Source: an optimization exercise on an open RTL-to-GDS flow (aim: a short achievable clock period and few clock cycles per item). Production flows keep margins and buffers that such runs may drop.
In this exercise RTL edits were held to simulation tests only and were not proved equivalent to the original.
Power figures rest on the tool's default switching activity, not on a simulated workload.

--- flow/design.v ---
`timescale 1ns/1ps
module axi_write_engine
#(
	parameter int ID_W = 1
)
(
	input  logic            axi_aclk,
	input  logic            axi_aresetn,
	input  logic [ID_W-1:0] awid,
	input  logic [11:0]     awaddr,
	input  logic [7:0]      awlen,
	input  logic [1:0]      awburst,
	input  logic            awvalid,
	output logic            awready,
	input  logic [31:0]     wdata,
	input  logic            wlast,
	input  logic            wvalid,
	output logic            wready,
	output logic [ID_W-1:0] bid,
	output logic [1:0]      bresp,
	output logic            bvalid,
	input  logic            bready,
	output logic            bank_we,
	output logic [11:0]     bank_waddr,
	output logic [31:0]     bank_wdata
);
	localparam int MAX_OUT = 8;    
	localparam int WF_D    = 2;    
	localparam [1:0] BURST_FIXED = 2'b00;
	localparam [1:0] OKAY        = 2'b00;
	assign bresp = OKAY;
	logic [9:0]      awf_addr  [MAX_OUT];
	logic            awf_fixed [MAX_OUT];
	logic [ID_W-1:0] awf_id    [MAX_OUT];
	logic [2:0]      awf_rp, awf_wp;
	logic [3:0]      awf_cnt;
	logic [31:0]     wf_data [WF_D];
	logic            wf_last [WF_D];
	logic            wf_rp, wf_wp;
	logic [1:0]      wf_cnt;
	logic            run;
	logic [9:0]      run_addr;
	logic            run_fixed;
	logic [ID_W-1:0] run_id;
	logic [3:0]      out_cnt;
	logic [ID_W-1:0] bf_id [MAX_OUT];
	logic [2:0]      bf_rp, bf_wp;
	logic [3:0]      bf_cnt;
	logic            aw_hs, w_hs, b_hs;
	logic            beat_ok, ctx_ok, go;
	logic [31:0]     beat_data;
	logic            beat_last;
	logic            ctx_from_fifo, ctx_from_in;
	logic [9:0]      ctx_addr;
	logic            ctx_fixed;
	logic [ID_W-1:0] ctx_id;
	logic            awf_push, awf_pop, wf_push, wf_pop;
	logic            b_push;
	logic [3:0]      awf_cnt_n, out_cnt_n;
	logic [1:0]      wf_cnt_n;
	assign aw_hs = awvalid && awready;
	assign w_hs  = wvalid && wready;
	assign b_hs  = bvalid && bready;
	assign beat_ok   = (wf_cnt != 0) || w_hs;
	assign beat_data = (wf_cnt != 0) ? wf_data[wf_rp] : wdata;
	assign beat_last = (wf_cnt != 0) ? wf_last[wf_rp] : wlast;
	assign ctx_from_fifo = !run && (awf_cnt != 0);
	assign ctx_from_in   = !run && (awf_cnt == 0);
	assign ctx_ok        = run || (awf_cnt != 0) || aw_hs;
	always_comb
	begin
		if (run)
		begin
			ctx_addr  = run_addr;
			ctx_fixed = run_fixed;
			ctx_id    = run_id;
		end
		else if (awf_cnt != 0)
		begin
			ctx_addr  = awf_addr[awf_rp];
			ctx_fixed = awf_fixed[awf_rp];
			ctx_id    = awf_id[awf_rp];
		end
		else
		begin
			ctx_addr  = awaddr[11:2];
			ctx_fixed = (awburst == BURST_FIXED);
			ctx_id    = awid;
		end
	end
	assign go       = beat_ok && ctx_ok;
	assign wf_pop   = go && (wf_cnt != 0);
	assign wf_push  = w_hs && !(go && (wf_cnt == 0));
	assign awf_pop  = go && ctx_from_fifo;
	assign awf_push = aw_hs && !(go && ctx_from_in);
	assign b_push   = go && beat_last;
	assign awf_cnt_n = awf_cnt + 4'(awf_push) - 4'(awf_pop);
	assign wf_cnt_n  = wf_cnt + 2'(wf_push) - 2'(wf_pop);
	assign out_cnt_n = out_cnt + 4'(aw_hs) - 4'(b_hs);
	always_ff @(posedge axi_aclk)
	begin
		if (!axi_aresetn)
		begin
			awf_rp  <= '0;
			awf_wp  <= '0;
			awf_cnt <= '0;
			wf_rp   <= '0;
			wf_wp   <= '0;
			wf_cnt  <= '0;
			run     <= 1'b0;
			out_cnt <= '0;
			awready <= 1'b1;
			wready  <= 1'b1;
			bank_we <= 1'b0;
		end
		else
		begin
			if (awf_push)
				awf_wp <= awf_wp + 1'b1;
			if (awf_pop)
				awf_rp <= awf_rp + 1'b1;
			if (wf_push)
				wf_wp <= !wf_wp;
			if (wf_pop)
				wf_rp <= !wf_rp;
			awf_cnt <= awf_cnt_n;
			wf_cnt  <= wf_cnt_n;
			out_cnt <= out_cnt_n;
			awready <= (out_cnt_n < 4'(MAX_OUT));
			wready  <= (wf_cnt_n < 2'(WF_D));
			bank_we <= go;
			if (go)
				run <= !beat_last;
		end
	end
	always_ff @(posedge axi_aclk)
	begin
		if (awf_push)
		begin
			awf_addr[awf_wp]  <= awaddr[11:2];
			awf_fixed[awf_wp] <= (awburst == BURST_FIXED);
			awf_id[awf_wp]    <= awid;
		end
		if (wf_push)
		begin
			wf_data[wf_wp] <= wdata;
			wf_last[wf_wp] <= wlast;
		end
		if (go)
		begin
			run_addr   <= ctx_fixed ? ctx_addr : ctx_addr + 10'd1;
			run_fixed  <= ctx_fixed;
			run_id     <= ctx_id;
			bank_waddr <= {ctx_addr, 2'b00};
			bank_wdata <= beat_data;
		end
	end
	logic bf_push, bf_pop, out_load;
	assign out_load = !bvalid || b_hs;
	assign bf_pop   = out_load && (bf_cnt != 0);
	assign bf_push  = b_push && !(out_load && (bf_cnt == 0));
	always_ff @(posedge axi_aclk)
	begin
		if (!axi_aresetn)
		begin
			bvalid <= 1'b0;
			bf_rp  <= '0;
			bf_wp  <= '0;
			bf_cnt <= '0;
		end
		else
		begin
			if (out_load)
				bvalid <= (bf_cnt != 0) || b_push;
			if (bf_push)
				bf_wp <= bf_wp + 1'b1;
			if (bf_pop)
				bf_rp <= bf_rp + 1'b1;
			bf_cnt <= bf_cnt + 4'(bf_push) - 4'(bf_pop);
		end
	end
	always_ff @(posedge axi_aclk)
	begin
		if (out_load)
			bid <= (bf_cnt != 0) ? bf_id[bf_rp] : ctx_id;
		if (bf_push)
			bf_id[bf_wp] <= ctx_id;
	end
endmodule
`timescale 1ns/1ps
module axi_read_engine
#(
	parameter int ID_W = 1
)
(
	input  logic            axi_aclk,
	input  logic            axi_aresetn,
	input  logic [ID_W-1:0] arid,
	input  logic [11:0]     araddr,
	input  logic [7:0]      arlen,
	input  logic [1:0]      arburst,
	input  logic            arvalid,
	output logic            arready,
	output logic [ID_W-1:0] rid,
	output logic [31:0]     rdata,
	output logic [1:0]      rresp,
	output logic            rlast,
	output logic            rvalid,
	input  logic            rready,
	output logic [11:0]     bank_raddr,
	input  logic [31:0]     bank_rdata
);
	localparam int ARF_D = 8;
	localparam [1:0] BURST_FIXED = 2'b00;
	localparam [1:0] OKAY        = 2'b00;
	assign rresp = OKAY;
	logic [9:0]      arf_addr  [ARF_D];
	logic [7:0]      arf_len   [ARF_D];
	logic            arf_fixed [ARF_D];
	logic [ID_W-1:0] arf_id    [ARF_D];
	logic [2:0]      arf_rp, arf_wp;
	logic [3:0]      arf_cnt, arf_cnt_n;
	logic            run;
	logic [9:0]      run_addr;
	logic [7:0]      run_len;
	logic            run_fixed;
	logic [ID_W-1:0] run_id;
	logic            ar_hs, take, src_ok, go;
	logic            src_from_fifo, src_from_in;
	logic [9:0]      src_addr;
	logic [7:0]      src_len;
	logic            src_fixed;
	logic [ID_W-1:0] src_id;
	logic            arf_push, arf_pop;
	assign ar_hs = arvalid && arready;
	assign take  = !rvalid || rready;
	assign src_from_fifo = !run && (arf_cnt != 0);
	assign src_from_in   = !run && (arf_cnt == 0);
	assign src_ok        = run || (arf_cnt != 0) || ar_hs;
	always_comb
	begin
		if (run)
		begin
			src_addr  = run_addr;
			src_len   = run_len;
			src_fixed = run_fixed;
			src_id    = run_id;
		end
		else if (arf_cnt != 0)
		begin
			src_addr  = arf_addr[arf_rp];
			src_len   = arf_len[arf_rp];
			src_fixed = arf_fixed[arf_rp];
			src_id    = arf_id[arf_rp];
		end
		else
		begin
			src_addr  = araddr[11:2];
			src_len   = arlen;
			src_fixed = (arburst == BURST_FIXED);
			src_id    = arid;
		end
	end
	assign bank_raddr = {src_addr, 2'b00};
	assign go       = take && src_ok;
	assign arf_pop  = go && src_from_fifo;
	assign arf_push = ar_hs && !(go && src_from_in);
	assign arf_cnt_n = arf_cnt + 4'(arf_push) - 4'(arf_pop);
	always_ff @(posedge axi_aclk)
	begin
		if (!axi_aresetn)
		begin
			arf_rp  <= '0;
			arf_wp  <= '0;
			arf_cnt <= '0;
			run     <= 1'b0;
			rvalid  <= 1'b0;
			arready <= 1'b1;
		end
		else
		begin
			if (arf_push)
				arf_wp <= arf_wp + 1'b1;
			if (arf_pop)
				arf_rp <= arf_rp + 1'b1;
			arf_cnt <= arf_cnt_n;
			arready <= (arf_cnt_n < 4'(ARF_D));
			if (take)
				rvalid <= src_ok;
			if (go)
				run <= (src_len != 8'd0);
		end
	end
	always_ff @(posedge axi_aclk)
	begin
		if (arf_push)
		begin
			arf_addr[arf_wp]  <= araddr[11:2];
			arf_len[arf_wp]   <= arlen;
			arf_fixed[arf_wp] <= (arburst == BURST_FIXED);
			arf_id[arf_wp]    <= arid;
		end
		if (go)
		begin
			run_addr  <= src_fixed ? src_addr : src_addr + 10'd1;
			run_len   <= src_len - 8'd1;
			run_fixed <= src_fixed;
			run_id    <= src_id;
			rdata     <= bank_rdata;
			rlast     <= (src_len == 8'd0);
			rid       <= src_id;
		end
	end
endmodule
`timescale 1ns/1ps
`timescale 1ns/1ps
module device_status_fsm
(
	input  logic        axi_aclk,
	input  logic        axi_aresetn,
	input  logic        status_wr,
	input  logic [31:0] status_wdata,
	output logic [3:0]  device_status
);
	localparam [1:0] DEV_RESET        = 2'd0;
	localparam [1:0] DEV_SETUP_BASE   = 2'd1;
	localparam [1:0] DEV_SETUP_DRIVER = 2'd2;
	localparam [1:0] DEV_IDLE         = 2'd3;
	logic [1:0] dev_state;
	logic       step_ok;
	always_comb
	begin
		case (dev_state)
			DEV_RESET:        step_ok = status_wdata[1];
			DEV_SETUP_BASE:   step_ok = status_wdata[3];
			DEV_SETUP_DRIVER: step_ok = status_wdata[2];
			default:          step_ok = 1'b0;
		endcase
	end
	always_ff @(posedge axi_aclk)
	begin
		if (!axi_aresetn)
		begin
			device_status <= '0;
			dev_state     <= DEV_RESET;
		end
		else if (status_wr)
		begin
			if (status_wdata == '0)
			begin
				device_status <= 4'b0001;
				dev_state     <= DEV_RESET;
			end
			else if (step_ok)
			begin
				case (dev_state)
					DEV_RESET:      device_status[1] <= 1'b1;
					DEV_SETUP_BASE: device_status[3] <= 1'b1;
					default:        device_status[2] <= 1'b1;
				endcase
				dev_state <= dev_state + 2'd1;
			end
		end
	end
endmodule
`timescale 1ns/1ps
module virtio_regs
#(
	parameter int QUEUE_NUM = 1
)
(
	input  logic        axi_aclk,
	input  logic        axi_aresetn,
	input  logic        bank_we,
	input  logic [11:0] bank_waddr,
	input  logic [31:0] bank_wdata,
	input  logic [11:0] bank_raddr,
	output logic [31:0] bank_rdata,
	output logic        interrupt
);
	localparam [31:0] MAGIC_VALUE       = 32'h7472_6976;
	localparam [31:0] VERSION           = 32'd2;
	localparam [31:0] DEVICE_ID         = 32'd2;
	localparam [31:0] VENDOR_ID         = 32'hff00_1af4;
	localparam [31:0] QUEUE_NUM_MAX     = 32'd16;
	localparam [31:0] CONFIG_GENERATION = 32'd0;
	localparam [63:0] SECTOR_COUNT      = 64'd4;
	localparam [63:0] DEVICE_FEATURES   = 64'h0000_0003_0000_0000;
	localparam [9:0] W_MAGIC            = 10'h000;
	localparam [9:0] W_VERSION          = 10'h001;
	localparam [9:0] W_DEVICE_ID        = 10'h002;
	localparam [9:0] W_VENDOR_ID        = 10'h003;
	localparam [9:0] W_DEV_FEATURES     = 10'h004;
	localparam [9:0] W_DEV_FEATURES_SEL = 10'h005;
	localparam [9:0] W_QUEUE_SEL        = 10'h00c;
	localparam [9:0] W_QUEUE_NUM_MAX    = 10'h00d;
	localparam [9:0] W_QUEUE_NUM        = 10'h00e;
	localparam [9:0] W_QUEUE_READY      = 10'h011;
	localparam [9:0] W_QUEUE_NOTIFY     = 10'h014;
	localparam [9:0] W_INT_STATUS       = 10'h018;
	localparam [9:0] W_INT_ACK          = 10'h019;
	localparam [9:0] W_STATUS           = 10'h01c;
	localparam [9:0] W_DESC_LO          = 10'h020;
	localparam [9:0] W_DESC_HI          = 10'h021;
	localparam [9:0] W_DRIVER_LO        = 10'h024;
	localparam [9:0] W_DRIVER_HI        = 10'h025;
	localparam [9:0] W_DEVICE_LO        = 10'h028;
	localparam [9:0] W_DEVICE_HI        = 10'h029;
	localparam [9:0] W_CONFIG_GEN       = 10'h03f;
	localparam [9:0] W_CAPACITY_LO      = 10'h040;
	localparam [9:0] W_CAPACITY_HI      = 10'h041;
	logic        fsel_one;      
	logic        qsel_ok;       
	logic [31:0] queue_num;
	logic        int_status;
	logic [31:0] queue_tab [7];
	logic [3:0]  device_status;
	logic [9:0]  wa, ra;
	logic [2:0]  wslot;
	logic        wslot_hit;
	assign wa = bank_waddr[11:2];
	assign ra = bank_raddr[11:2];
	assign interrupt = int_status;
	device_status_fsm i_device_status_fsm (
		.axi_aclk(axi_aclk), .axi_aresetn(axi_aresetn),
		.status_wr(bank_we && (wa == W_STATUS)), .status_wdata(bank_wdata),
		.device_status(device_status)
	);
	always_comb
	begin
		wslot     = 3'd0;
		wslot_hit = 1'b1;
		case (wa)
			W_QUEUE_READY: wslot = 3'd0;
			W_DESC_LO:     wslot = 3'd1;
			W_DESC_HI:     wslot = 3'd2;
			W_DRIVER_LO:   wslot = 3'd3;
			W_DRIVER_HI:   wslot = 3'd4;
			W_DEVICE_LO:   wslot = 3'd5;
			W_DEVICE_HI:   wslot = 3'd6;
			default:       wslot_hit = 1'b0;
		endcase
	end
	always_ff @(posedge axi_aclk)
	begin
		if (!axi_aresetn)
		begin
			fsel_one   <= 1'b0;
			qsel_ok    <= 1'b1;
			queue_num  <= '0;
			int_status <= 1'b0;
			for (int i = 0; i < 7; i++)
				queue_tab[i] <= '0;
		end
		else if (bank_we)
		begin
			case (wa)
				W_DEV_FEATURES_SEL: fsel_one <= (bank_wdata == 32'd1);
				W_QUEUE_SEL:        qsel_ok <= (bank_wdata < 32'(QUEUE_NUM));
				W_QUEUE_NUM:        queue_num <= bank_wdata;
				W_QUEUE_NOTIFY:     int_status <= 1'b1;
				W_INT_ACK:          int_status <= int_status && !bank_wdata[0];
				default:
					if (wslot_hit && qsel_ok)
						queue_tab[wslot] <= bank_wdata;
			endcase
		end
	end
	always_comb
	begin
		case (ra)
			W_MAGIC:          bank_rdata = MAGIC_VALUE;
			W_VERSION:        bank_rdata = VERSION;
			W_DEVICE_ID:      bank_rdata = DEVICE_ID;
			W_VENDOR_ID:      bank_rdata = VENDOR_ID;
			W_DEV_FEATURES:   bank_rdata = fsel_one ? DEVICE_FEATURES[63:32] : DEVICE_FEATURES[31:0];
			W_QUEUE_NUM_MAX:  bank_rdata = QUEUE_NUM_MAX;
			W_QUEUE_NUM:      bank_rdata = queue_num;
			W_INT_STATUS:     bank_rdata = {31'd0, int_status};
			W_STATUS:         bank_rdata = {28'd0, device_status};
			W_CONFIG_GEN:     bank_rdata = CONFIG_GENERATION;
			W_CAPACITY_LO:    bank_rdata = SECTOR_COUNT[31:0];
			W_CAPACITY_HI:    bank_rdata = SECTOR_COUNT[63:32];
			W_QUEUE_READY:    bank_rdata = qsel_ok ? queue_tab[0] : '0;
			W_DESC_LO:        bank_rdata = qsel_ok ? queue_tab[1] : '0;
			W_DESC_HI:        bank_rdata = qsel_ok ? queue_tab[2] : '0;
			W_DRIVER_LO:      bank_rdata = qsel_ok ? queue_tab[3] : '0;
			W_DRIVER_HI:      bank_rdata = qsel_ok ? queue_tab[4] : '0;
			W_DEVICE_LO:      bank_rdata = qsel_ok ? queue_tab[5] : '0;
			W_DEVICE_HI:      bank_rdata = qsel_ok ? queue_tab[6] : '0;
			default:          bank_rdata = '0;
		endcase
	end
endmodule
`timescale 1ns/1ps
module virtio_mmio_top
#(
	parameter int ID_W      = 1,
	parameter int QUEUE_NUM = 1
)
(
	input  logic            axi_aclk,
	input  logic            axi_aresetn,
	input  logic [ID_W-1:0] awid,
	input  logic [11:0]     awaddr,
	input  logic [7:0]      awlen,
	input  logic [1:0]      awburst,
	input  logic            awvalid,
	output logic            awready,
	input  logic [31:0]     wdata,
	input  logic            wlast,
	input  logic            wvalid,
	output logic            wready,
	output logic [ID_W-1:0] bid,
	output logic [1:0]      bresp,
	output logic            bvalid,
	input  logic            bready,
	input  logic [ID_W-1:0] arid,
	input  logic [11:0]     araddr,
	input  logic [7:0]      arlen,
	input  logic [1:0]      arburst,
	input  logic            arvalid,
	output logic            arready,
	output logic [ID_W-1:0] rid,
	output logic [31:0]     rdata,
	output logic [1:0]      rresp,
	output logic            rlast,
	output logic            rvalid,
	input  logic            rready,
	output logic            interrupt
);
	logic        bank_we;
	logic [11:0] bank_waddr;
	logic [31:0] bank_wdata;
	logic [11:0] bank_raddr;
	logic [31:0] bank_rdata;
	axi_write_engine #(.ID_W(ID_W)) i_axi_write_engine (
		.axi_aclk(axi_aclk), .axi_aresetn(axi_aresetn),
		.awid(awid), .awaddr(awaddr), .awlen(awlen), .awburst(awburst),
		.awvalid(awvalid), .awready(awready),
		.wdata(wdata), .wlast(wlast), .wvalid(wvalid), .wready(wready),
		.bid(bid), .bresp(bresp), .bvalid(bvalid), .bready(bready),
		.bank_we(bank_we), .bank_waddr(bank_waddr), .bank_wdata(bank_wdata)
	);
	axi_read_engine #(.ID_W(ID_W)) i_axi_read_engine (
		.axi_aclk(axi_aclk), .axi_aresetn(axi_aresetn),
		.arid(arid), .araddr(araddr), .arlen(arlen), .arburst(arburst),
		.arvalid(arvalid), .arready(arready),
		.rid(rid), .rdata(rdata), .rresp(rresp), .rlast(rlast), .rvalid(rvalid),
		.rready(rready),
		.bank_raddr(bank_raddr), .bank_rdata(bank_rdata)
	);
	virtio_regs #(.QUEUE_NUM(QUEUE_NUM)) i_virtio_regs (
		.axi_aclk(axi_aclk), .axi_aresetn(axi_aresetn),
		.bank_we(bank_we), .bank_waddr(bank_waddr), .bank_wdata(bank_wdata),
		.bank_raddr(bank_raddr), .bank_rdata(bank_rdata),
		.interrupt(interrupt)
	);
endmodule
--- flow/run.sh ---
#!/bin/bash
# synth_recipe.tcl (not shown) runs the flow's synth.tcl, then flattens the netlist and writes it again
# the make line also repeats each setting of config.mk as NAME=value (left out here)
make -C /OpenROAD-flow-scripts/flow DESIGN_CONFIG=/design/flow/config.mk WORK_HOME=/design/flow/orfs CLKGATE_MAP_FILE= SYNTH_SCRIPT=/design/flow/synth_recipe.tcl finish
--- flow/config.mk ---
export PLATFORM = sky130hd
export DESIGN_NAME = virtio_mmio_top
export DESIGN_NICKNAME = virtio_mmio_top
export VERILOG_FILES = /design/flow/design.v
export SDC_FILE = /design/flow/constraint.sdc
export NUM_CORES = 4
export LEC_CHECK = 0
export ABC_CLOCK_PERIOD_IN_PS = 2000
export CAP_MARGIN = 20
export CORE_MARGIN = 2
export CORE_UTILIZATION = 40
export SETUP_SLACK_MARGIN = 3.0
export SLEW_MARGIN = 20
--- flow/constraint.sdc ---
create_clock -name core_clock -period 5.0 [get_ports {axi_aclk}]
set_input_delay 1.0000 -clock core_clock [delete_from_list [all_inputs] [get_ports {axi_aclk}]]
set_output_delay 1.0000 -clock core_clock [all_outputs]
set_load 0.01 [all_outputs]
==> results.json, run 1 <==
{
  "ys_top_cells_by_area": "edfxtp_1 (60%), dfxtp_1 (8.1%), mux4_2 (3.6%), mux2i_1 (3.6%), nand2_1 (2.2%)",
  "layout_min_cycle_time_ns": 3.25,
  "dpl.hpwl_um": 47200,
  "yosys_warnings": 4,
  "numClockSinks": 759,
  "slowest_delay_ns": 0.48,
  "cts_max_path_buffers": 3,
  "muxShareOfSynthArea_pct": 7.74,
  "grt_max_degree": 78,
  "die_x_um": 286,
  "period_share_pct": 65.0,
  "p_switching_mw": 8.41,
  "gr-usage-all-layers_pct": 24.7,
  "postCtsHoldBufs": 0,
  "synth_xor_area_share_pct": 1.30,
  "p_sw_share_pct": 34.2,
  "grt_pass1_wl_um": 148000,
  "end_kind": "flop",
  "holdCritStartpoint": "i_virtio_regs.queue_num[9]",
  "tns_ns": 0,
  "r2r_start": "i_axi_read_engine.arf_cnt[2]",
  "routed_wl_um": 110000,
  "cts-htree-levels": 3,
  "portBuffers": 114,
  "syn_area_per_cell_sq_um": 14.2,
  "wl_per_cell_um": 27.9,
  "p_leak_nw": 16.5,
  "max-vdd-ir-drop_mv": 0.318,
  "finClkSkew_ns": 0.0581,
  "synth-compound-area-share_pct": 7.72,
  "slew_violations": 0,
  "outcome": "complete, no violations",
  "drtIter0Drc": 2553,
  "yosys.cell_types.count": 82,
  "cp_slowest_cell": "or3b_4",
  "grt_pass1_vias": 22500,
  "synthCells": 2232,
  "synth_top_cell_area_share_pct": 59.7,
  "cts_tree": "yes",
  "critPathLaunch": "i_axi_read_engine.arf_cnt[2]",
  "clockRootBuffer": "clkbuf_16",
  "max_freq_ghz": 0.307,
  "worstSetupPathType": "flop to flop",
  "required_ns": 5.38,
  "ys.flop_type": "edfxtp_1",
  "synth-edff-count": 630,
  "drtAntennaViolNets": 0,
  "syn2layout_area_growth_pct": 48.3,
  "p_clk_share_pct": 25.2,
  "dr.pass1.iters": 8,
  "layout.cells.most_common_list": "edfxtp_1 (630), buf_6 (171), buf_4 (148), nor2_4 (122), dfxtp_1 (112)",
  "power_density_nw_per_um2": 523,
  "die_y_um": 286,
  "dr_total_vias": 22700,
  "p_int_mw": 16.2,
  "routed_via_density": 5.79,
  "crit_arrival_ns": 3.63,
  "combPwrFrac_pct": 37.9,
  "maxCapViolations": 0,
  "async_flop_share_pct": 0,
  "design.die.area_sq_um": 81500,
  "globalplace.congestion": 0.826,
  "crit_path_cell_trace": "inv_2, ha_4, or3b_4, buf_12, nand2b_4, buf_12, o31a_1, nor2_4, buf_6, and4_2, a221o_1, a221oi_2, nand2_1",
  "start_kind": "flop",
  "netlist_area_sq_um": 31700,
  "hp-class": "flop to flop",
  "synth_fa_ha_area_share_pct": 1.71,
  "ys_seq_elements": 759,
  "ys_seq_area_share_pct": 67.8,
  "layout-drive-gt1-share_pct": 46.3,
  "p_total_mw": 24.6,
  "hold_viol_final": 0,
  "power_frac_seq_pct": 36.8,
  "antenna_found_initial": 3,
  "crit_fanout": 9,
  "final_nets": 2936,
  "pin_count": 131,
  "fp.coreArea_sq_um": 78700,
  "synth_top_cell_by_area": "edfxtp_1",
  "num_rows": 103,
  "rsz0062_at_grt": "yes",
  "clk_pin_slew_worst_paths_ns": 0.06,
  "cts_buffers": 82,
  "clock_latency_ns": 0.69,
  "mostFrequentLayoutCell": "edfxtp_1",
  "critPathMostFrequentCell": "buf_12",
  "initial_core_util_pct": 40.3,
  "synth_top_family_by_area": "simple AND/OR/NAND/NOR gates",
  "drcViolationCount": 0,
  "max_slew_margin_pct": 29.7,
  "tightest_slew_ns": 1.06,
  "grt_overflow": 0,
  "synth-simple-area-share_pct": 10.8,
  "setup_viol": 0
}
[final timing paths]
path | cells past startpoint | slack, ns | to
worst min-delay path | 2 | 0.47 | i_virtio_regs.queue_num[9]
worst min register to register | 2 | 0.47 | i_virtio_regs.queue_num[9]
worst max-delay path | 13 | 1.75 | i_axi_read_engine.rdata[3]
worst max register to register | 13 | 1.75 | i_axi_read_engine.rdata[3]
[per-layer routing]
metal | up-vias | global-route usage (%) | wire, um
met5 | - | 0 | 52
met4 | 4 | 12.4 | 7040
met3 | 410 | 5.99 | 10900
met2 | 1321 | 41.1 | 52700
met1 | 11400 | 30.2 | 39000
li1 | 9603 | - | -
[stage by stage]
stage / std cells / area (sq um) / hold slack [ns] / setup WS (ns) / utilization, %
2_1_floorplan: 2235 / 32100 / 0.433 / 1.36 / -
3_3_place_gp: 3351 / 34500 / 0.448 / 0.615 / 43.8
3_5_place_dp: 3351 / 34500 / 0.456 / 0.550 / 43.8
4_1_cts: 3819 / 44000 / 0.455 / 1.85 / 55.8
5_1_grt: 3928 / 47000 / 0.483 / 1.66 / 59.7
6_report: 3928 / 47000 / 0.471 / 1.75 / 59.7
[synthesized netlist by cell type, types with 15 or more instances]
cell type and instances:
edfxtp_1 630, nand2_1 187, nor2_1 162, dfxtp_1 129, mux2i_1 114, and2_1 102, a22oi_1 85, inv_1 81
nor2b_1 65, clkbuf_1 62, o21ai_0 55, mux4_2 51, a21boi_0 37, ha_1 37, nand3_1 36, a21oi_1 34
xnor2_1 31, buf_2 30, nor3_1 28, buf_4 21, nand2b_1 21, a211oi_1 20, a22o_1 16, nor4_1 16
xor2_1 16, a221oi_1 15
[cell families after synthesis]
family | count (synthesis)
XOR/XNOR | 47
AND/OR/NAND/NOR | 674
AO/OA/AOI/OAI | 333
other | 1
multiplexers | 173
adder cells (fa/ha/maj) | 41
buffers and inverters | 204
flip-flops | 759
[power groups by stage]
stage                     registers (mW)  logic, mW  clock network, mW
final                               9.06       9.33               6.21
after global routing                9.12       9.81               6.52
after CTS                           8.95       7.81               6.20
after detailed placement            8.97       5.06                  0
after global placement              8.93       4.94                  0
after floorplan                     8.61       3.55                  0
[critical path, delay by kind of cell (launching register included)]
family	cells	cell delay [ns]
fa+ha+maj	1	0.12
flops	1	0.32
buf+inv	4	0.56
compound gates	3	0.92
simple gates	5	1.06
[cell type report]
type / count / area, sq um
diodes: 1 / 2.50
clock buffers: 104 / 2210
clock inverters: 48 / 520
fillers: 5496 / 31700
inverters: 81 / 317
multi-input cells: 1286 / 13100
flip-flops and latches: 759 / 21500
well taps: 1050 / 1310
repair buffers: 599 / 7970
[repair_timing]
item / CTS / global route
gates resized for setup: 956 / 494
setup buffers: 229 / 90
endpoints found under the setup margin: 1059 / 1018
cloned: 87 / 18
pin swaps: 129 / 143
[flip-flops by register name, indices dropped and copies added (netlist names), 32 cells and up, named ones only]
register,cells
i_axi_read_engine.rdata,32
i_axi_write_engine.bank_wdata,32
i_axi_read_engine.arf_len,64
i_axi_write_engine.wf_data,64
i_virtio_regs.queue_num,32
i_virtio_regs.queue_tab,224
i_axi_read_engine.arf_addr,80
i_axi_write_engine.awf_addr,80
Testbench counts, summed over its fixed seeds: cycles 8,757, items 11,627.
==> inputs of run 2 (changes only) <==
--- a/flow/config.mk
+++ b/flow/config.mk
@@ -6,8 +6,6 @@
 export NUM_CORES = 4
 export LEC_CHECK = 0
-export ABC_CLOCK_PERIOD_IN_PS = 2000
 export CAP_MARGIN = 20
 export CORE_MARGIN = 2
 export CORE_UTILIZATION = 40
-export SETUP_SLACK_MARGIN = 3.0
 export SLEW_MARGIN = 20
==> results.json, run 2 <==
{
  "outcome": "complete, no violations",
  "max_slew_margin_pct": 26.1,
  "synthTopCellsByCount": "edfxtp_1 (630), nand2_1 (187), nor2_1 (162)",
  "synth_fa_ha_area_share_pct": 1.71,
  "cts_max_path_buffers": 3,
  "design.die.area_sq_um": 81500,
  "synth-simple-area-share_pct": 10.8,
  "hp-class": "flop to flop",
  "p_sw_share_pct": 31.2,
  "layout.cells.most_common_list": "edfxtp_1 (630), nand2_1 (187), nor2_1 (155), dfxtp_1 (126), mux2i_1 (114)",
  "post_cts_buffers": 0,
  "globalplace.congestion": 0.795,
  "max-vdd-ir-drop_mv": 0.325,
  "tightest_slew_ns": 1.11,
  "drtIter0Drc": 1688,
  "clk_pin_slew_worst_paths_ns": 0.06,
  "clock_latency_ns": 0.65,
  "routed_via_density": 5.43,
  "required_ns": 5.26,
  "hold-worst-slack_ns": 0.463,
  "antennaDiodeCount": 0,
  "syn2layout_area_growth_pct": 16.7,
  "grt_pass1_wl_um": 117000,
  "portBuffers": 114,
  "synth_xor_area_share_pct": 1.30,
  "netlist_area_sq_um": 31700,
  "maxCapViolations": 0,
  "top_usage_layer": "met2",
  "synth_top_cell_by_area": "edfxtp_1",
  "period_share_pct": 83.3,
  "start_kind": "flop",
  "setup_viol": 0,
  "p_leak_nw": 12.6,
  "max_freq_ghz": 0.240,
  "p_clk_share_pct": 30.7,
  "crit_arrival_ns": 4.43,
  "hold_viol_final": 0,
  "yosys.cell_types.count": 82,
  "dr_total_vias": 19000,
  "synth_top_family_by_area": "simple AND/OR/NAND/NOR gates",
  "num_rows": 103,
  "synth_most_common_cell": "edfxtp_1",
  "cts_resized": 0,
  "routed_wl_um": 77200,
  "grt_pass1_vias": 19300,
  "synth-compound-area-share_pct": 7.72,
  "mostFrequentLayoutCell": "edfxtp_1",
  "die_y_um": 286,
  "fp.coreArea_sq_um": 78700,
  "p_switching_mw": 6.19,
  "met2_usage_pct": 31.7,
  "numClockSinks": 759,
  "pin_count": 131,
  "wl_per_cell_um": 22.0,
  "cts_buffers": 80,
  "p_total_mw": 19.9,
  "final_nets": 2515,
  "synthCells": 2232,
  "combPwrFrac_pct": 24.8,
  "layout-drive-gt1-share_pct": 12.6,
  "grt_util_met1_pct": 24.5,
  "crit_fanout": 36,
  "dr.pass1.iters": 8,
  "ys_seq_area_share_pct": 67.8,
  "grt_overflow": 0,
  "top_regs": "i_virtio_regs.queue_tab x224, i_axi_read_engine.arf_addr x80, i_axi_write_engine.awf_addr x80",
  "die_x_um": 286,
  "synth_top_cell_area_share_pct": 59.7,
  "layout_min_cycle_time_ns": 4.17,
  "async_flop_share_pct": 0,
  "fillCellCount": 6759,
  "grt_max_degree": 70,
  "gr-usage-met3_pct": 3.76,
  "largest_reg_flops": 224,
  "p_int_mw": 13.7,
  "tns_ns": 0,
  "drcViolationCount": 0,
  "dpl.hpwl_um": 47600,
  "drtAntennaViolNets": 0,
  "cts_tree": "yes",
  "max_flop_register": "i_virtio_regs.queue_tab",
  "ys.flop_type": "edfxtp_1",
  "ys_seq_elements": 759,
  "cts-htree-levels": 3,
  "synth-edff-count": 630,
  "antenna_found_initial": 0,
  "worstSetupPathType": "flop to flop",
  "power_frac_seq_pct": 44.5,
  "dp_cells": 3356,
  "finClkSkew_ns": 0.0478,
  "clockRootBuffer": "clkbuf_16",
  "power_density_nw_per_um2": 537,
  "yosys_warnings": 4,
  "muxShareOfSynthArea_pct": 7.74,
  "ys_top_cells_by_area": "edfxtp_1 (60%), dfxtp_1 (8.1%), mux4_2 (3.6%), mux2i_1 (3.6%), nand2_1 (2.2%)",
  "postCtsHoldBufs": 0,
  "rsz0062_at_grt": "no",
  "layout.cells.non_filler": 3502,
  "slew_violations": 0,
  "syn_area_per_cell_sq_um": 14.2,
  "initial_core_util_pct": 40.3,
  "end_kind": "flop",
  "post-route-util_pct": 47.0,
  "gr-usage-all-layers_pct": 18.8
}
-- run 2: kinds of logic (layout without fill, tap and decap cells) --
kind of cell,Yosys count,after routing
AO/OA/AOI/OAI,333,333
XOR/XNOR,47,47
AND/OR/NAND/NOR,674,674
adder cells (fa/ha/maj),41,41
other,1,4
multiplexers,173,173
buffers and inverters,204,421
flip-flops,759,759
-- run 2: layer usage --
layer  vias up  wire length (um)
met4         0              1780
li1       8649                 -
met5         -                 0
met3       124              5910
met1      9544             31900
met2       683             37600
-- run 2: path summary, 6_finish.rpt --
kind	startpoint	end	slack, ns	cells past startpoint
min	i_virtio_regs.queue_num[11]	i_virtio_regs.queue_num[11]	0.46	2
max reg2reg	i_axi_write_engine.bank_waddr[2]	i_virtio_regs.queue_tab[3][26]	0.83	9
max	i_axi_write_engine.bank_waddr[2]	i_virtio_regs.queue_tab[3][26]	0.83	9
min reg2reg	i_virtio_regs.queue_num[11]	i_virtio_regs.queue_num[11]	0.46	2
-- run 2: cell type report --
class	instances	area, sq um	area share (%)
clock inverter	43	532	1.44
inverter	81	304	0.822
timing repair buffer	194	1760	4.77
sequential	759	21500	58.1
multi-input combinational	1272	9400	25.4
clock buffer	103	2180	5.90
tap	1050	1310	3.55
-- run 2: stage by stage --
stage / area, sq um / worst slack, ns
2_1_floorplan: 31700 / 0.380
3_3_place_gp: 34300 / 0.526
3_5_place_dp: 34300 / 0.440
4_1_cts: 37000 / 0.759
5_1_grt: 37000 / 0.590
6_report: 37000 / 0.833
-- run 2: power groups by stage --
stage	clock network, mW	registers (mW)	logic [mW]
floorplan	0	8.62	3.38
global placement	0	8.93	4.82
detailed placement	0	8.97	4.94
finish	6.09	8.84	4.93
global route	6.47	8.95	5.41
CTS	6.23	8.84	4.96
-- run 2: worst max-delay path, cell delays in order, from the launching register on --
cell	delay, ns
edfxtp_1	0.55
nand3b_1	0.26
a2111oi_0	0.18
a311o_1	0.41
nor3_4	0.18
buf_4	0.52
nand3_1	0.40
nand4b_1	0.31
nand2_1	0.46
buf_4	0.51

what the ideal ports hide:
In the flow no input, the clock included, has a driving cell. The finished layouts below were timed again as built, in two steps.
Step 1 (the two cells are an assumption about what drives the block):
set clk [get_ports {axi_aclk}]
set_driving_cell -lib_cell sky130_fd_sc_hd__clkbuf_16 $clk
set_driving_cell -lib_cell sky130_fd_sc_hd__buf_2 [delete_from_list [all_inputs] $clk]
Step 2 moves the port delays by t, midway between the first and last clock arrival at a register: inputs arrive t later, outputs are due t later. That takes back most of the time a late clock gives input paths.
Slacks: no drivers / after step 1 / after step 2; pairs: no drivers / after step 1.
run	t, ns	setup slack, ns	hold WS [ns]
run 1	0.730	1.748 / 1.748 / 1.168	0.471 / 0.471 / 0.471
run 2	0.692	0.833 / 0.833 / 0.431	0.463 / 0.463 / 0.463
After both steps every run listed still meets setup and hold. The setup slack of run 1, which loses most, moves by 0.000 ns with the drivers and by -0.580 ns with both steps.
